This is an optimization exercise on Yosys and OpenROAD, whose aim is small area, not a production implementation. Where RTL was checked, it was by simulation tests only, not by an equivalence proof against the original. No activity file was given, so power comes from the tool's default toggle rates.

## midi_synth_top
module midi_synth_top #(
    parameter int NUM_VOICES    = 4,
    parameter int ATTACK_TIME   = 4,
    parameter int SUSTAIN_TIME  = 40,
    parameter int REL_TIME      = 8,
    parameter int SAMPLE_DIVIDE = 16
) (
    input  logic                        clk,
    input  logic                        reset,
    input  logic [7:0]                  midi_byte,
    input  logic                        midi_valid,
    input  logic [15:0]                 sustain_inc,
    output logic signed [15:0]          mix_sample,
    output logic                        mix_valid,
    output logic [NUM_VOICES-1:0]       voice_on,
    output logic [NUM_VOICES-1:0][7:0]  voice_gain
);
    logic                       note_event;
    logic [5:0]                 ev_idx;
    logic                       ev_on;
    logic                       pedal;
    logic [NUM_VOICES-1:0]      update_voice;
    logic [NUM_VOICES-1:0][5:0] voice_note;
    logic [NUM_VOICES-1:0]      zero_crossing;
    logic [15:0]                sustain_n;
    logic [15:0]                head_phase;
    logic                       started, tick, wpass;
    logic [1:0]                 slot;
    always_comb begin
        logic c;
        c = 1'b0;
        for (int i = 0; i < 16; i++) begin
            sustain_n[i] = ~(sustain_inc[i] ^ 1'(SUSTAIN_TIME >> i) ^ c);
            c = (sustain_inc[i] & 1'(SUSTAIN_TIME >> i)) | (c & (sustain_inc[i] ^ 1'(SUSTAIN_TIME >> i)));
        end
    end
    midi_byte_parser parser_i (
        .clk, .reset, .midi_byte, .midi_valid, .note_event, .ev_idx, .ev_on, .pedal
    );
    voice_allocator #(.NUM_VOICES(NUM_VOICES)) allocator_i (
  ...
Size in the first run: ~2400 cells after synthesis, roughly 320 flip-flops, about 80 I/O pins.
make LEC_CHECK=0 ABC_AREA=1 CAP_MARGIN=20 CORE_MARGIN=2 CORE_UTILIZATION=65 CTS_BUF_LIST=sky130_fd_sc_hd__clkbuf_4 CTS_CLUSTER_SIZE=20 SLEW_MARGIN=20 finish   # period 12.0 ns
run.sh (not shown) runs the stock make flow with config.mk's settings and CLKGATE_MAP_FILE= SYNTH_SCRIPT=/design/flow/synth_recipe.tcl, a recipe that flattens the netlist after the stock synthesis.
The first run finished with timing, DRC and antenna clean.
Edit:
ABC_AREA = default   (was 1)
CTS_BUF_LIST = sky130_fd_sc_hd__clkbuf_16   (was sky130_fd_sc_hd__clkbuf_4)
CTS_CLUSTER_DIAMETER = 100   (was default)
CTS_CLUSTER_SIZE = 30   (was 20)
=> Non-clock buffer count came out higher by 22. Clock-buffer cell count came out lower by 107. Wire length came out higher slightly. Utilization came out lower by 2.9 points. Worst setup slack got worse by 0.0094 ns.
No functional check of the RTL was part of any run of this note.

== v6 ==
Another version of the RTL of midi_synth_top (not shown whole).
Size in the first run: roughly 2200 cells after synthesis, ~320 flip-flops, roughly 80 I/O pins, ~0.018 mm2 of cells after synthesis.
Settings: LEC_CHECK=0, ABC_AREA=1, CAP_MARGIN=20, CORE_MARGIN=2, CORE_UTILIZATION=75, SLEW_MARGIN=20; clock period 12.0 ns.
standard.sh (not shown) runs the stock make flow with config.mk's settings and CLKGATE_MAP_FILE= SYNTH_SCRIPT=/design/flow/synth_recipe.tcl, a recipe that flattens the netlist after the stock synthesis.
==> flow/flow/run.sh <==
#!/bin/bash
# The standard layout with two changes: the input and output ports are buffered with the
# smallest buffer cell instead of the one buffer_ports picks by itself, and clock tree synthesis
# adds no dummy loads.
set -euo pipefail
export BUFFER_PORTS_ARGS="-buffer_cell sky130_fd_sc_hd__buf_1"
export CTS_ARGS="-sink_clustering_enable -repair_clock_nets -sink_clustering_size 14 -sink_clustering_max_diameter 60 -buf_list sky130_fd_sc_hd__clkbuf_8 -dont_use_dummy_load"
bash standard.sh > standard.log 2>&1
For v7, these inputs were changed with respect to v6:
- SLEW_MARGIN now 5, was 20
- CORE_UTILIZATION now 65, was 75
- CAP_MARGIN now 5, was 20
--- a/flow/flow/run.sh
+++ b/flow/flow/run.sh
@@ -7 +7 @@
-export CTS_ARGS="-sink_clustering_enable -repair_clock_nets -sink_clustering_size 14 -sink_clustering_max_diameter 60 -buf_list sky130_fd_sc_hd__clkbuf_8 -dont_use_dummy_load"
+export CTS_ARGS="-sink_clustering_enable -repair_clock_nets -sink_clustering_size 25 -sink_clustering_max_diameter 100 -buf_list sky130_fd_sc_hd__clkbuf_16 -dont_use_dummy_load"
When v7 is set beside v6, its worst setup slack after placement turns out to be 0.049 ns smaller.
v7 against v6: overall power after layout stayed essentially flat, share of synthesized cell area in and, or, nand and nor gates level, fraction of power spent switching nets shows a reduction of 0.95 points, non-clock buffer count -2.2%.
On v7: routed wire length is 4.1% lower than what v6 gave.
| critical path depth | lower: v7 |
Summary of v7 over v6: final cell count without fillers increased by 8 relative to the old numbers; transition time at the pin with the least slew margin now sits higher.

main:
Starting RTL as in the previous note.
Design midi_synth_top, start of the top module:
module midi_synth_top #(
    parameter int NUM_VOICES    = 4,
    parameter int ATTACK_TIME   = 4,
    parameter int SUSTAIN_TIME  = 40,
    parameter int REL_TIME      = 8,
    parameter int SAMPLE_DIVIDE = 16
) (
    input  logic                        clk,
    input  logic                        reset,
    input  logic [7:0]                  midi_byte,
    input  logic                        midi_valid,
    input  logic [15:0]                 sustain_inc,
    output logic signed [15:0]          mix_sample,
    output logic                        mix_valid,
    output logic [NUM_VOICES-1:0]       voice_on,
    output logic [NUM_VOICES-1:0][7:0]  voice_gain
);
Settings: LEC_CHECK=0, ABC_AREA=1, CAP_MARGIN=20, CORE_MARGIN=2, CORE_UTILIZATION=65, CTS_BUF_LIST=sky130_fd_sc_hd__clkbuf_8, CTS_CLUSTER_DIAMETER=70, CTS_CLUSTER_SIZE=18, SLEW_MARGIN=20; clock period 12.0 ns.
run.sh (not shown) runs the stock make flow with config.mk's settings and CLKGATE_MAP_FILE= SYNTH_SCRIPT=/design/flow/synth_recipe.tcl, a recipe that flattens the netlist after the stock synthesis.
Stock flow here: none of the scripts above is used.
Relative to main, the following input files were edited for the feature branch:
- removing CTS_CLUSTER_DIAMETER (formerly 70)
- removing CTS_BUF_LIST (formerly sky130_fd_sc_hd__clkbuf_8)
- removing CTS_CLUSTER_SIZE (formerly 18)
==> flow/flow/run.sh (new file) <==
#!/bin/bash
# The standard layout with two changes: the input and output ports are buffered with the
# smallest buffer cell instead of the one buffer_ports picks by itself, and clock tree synthesis
# adds no dummy loads.
set -euo pipefail
export BUFFER_PORTS_ARGS="-buffer_cell sky130_fd_sc_hd__buf_1"
export CTS_ARGS="-sink_clustering_enable -repair_clock_nets -sink_clustering_size 14 -sink_clustering_max_diameter 60 -buf_list sky130_fd_sc_hd__clkbuf_8 -dont_use_dummy_load"
bash standard.sh > standard.log 2>&1
==> flow/standard.sh (new file) <==
#!/bin/bash
# synth_recipe.tcl (not shown) runs the flow's synth.tcl, then flattens the netlist and writes it again
# the make line also repeats each setting of config.mk as NAME=value (left out here)
make -C /OpenROAD-flow-scripts/flow DESIGN_CONFIG=/design/flow/config.mk WORK_HOME=/design/flow/orfs CLKGATE_MAP_FILE= SYNTH_SCRIPT=/design/flow/synth_recipe.tcl "${@:-finish}"
removed: flow/run.sh
==> comparison <==
- The feature branch: all stages complete, timing, DRC and antenna checks passed
- Between the feature branch and main, the area of the multi-input gates figures differ only marginally.
- Row global routing met3 resource utilization: the feature branch higher / main lower
- In terms of complex-gate fraction of the synthesized area, main and the feature branch differ only marginally.
- Relative to main, the cell area after layout measured on the feature branch has decreased by a few percent.
- Taking main as the reference, in the feature branch global-route wire length before repair lower; total wirelength of the detailed-routed design lower; worst hold slack lower; share of the cycle needed by the critical path after routing lower.

## separate check: timing with driven ports
No port has a modelled driver above. Below, the same layouts with a new extraction and two added sets of constraints.
Step 1 (the two cells are an assumption about what drives the block):
set clk [get_ports {clk}]
set_driving_cell -lib_cell sky130_fd_sc_hd__clkbuf_16 $clk
set_driving_cell -lib_cell sky130_fd_sc_hd__buf_2 [delete_from_list [all_inputs] $clk]
Step 2, shift: input delay + t, output delay - t, t = (earliest + latest rising clock arrival at the registers) / 2. This alone moves slack from input paths to output paths.
Slacks: ideal ports / drivers / drivers and shift; pairs: ideal ports / drivers.
run	t, ns	setup WS [ns]	worst setup path after step 2	latest minus earliest clock arrival (ns)
the first run of note 1	0.759	0.397 / 0.397 / 0.397	register to register	0.053 / 0.054
the second run of note 1	0.566	0.388 / 0.388 / 0.388	register to register	0.038 / 0.038
v6	0.621	0.652 / 0.652 / 0.652	register to register	0.091 / 0.092
v7	0.546	0.627 / 0.627 / 0.627	register to register	0.042 / 0.042
main	0.631	0.567 / 0.567 / 0.567	register to register	0.031 / 0.032
the feature branch	0.618	0.631 / 0.631 / 0.631	register to register	0.115 / 0.115
After both steps setup and hold are still met in every run listed.
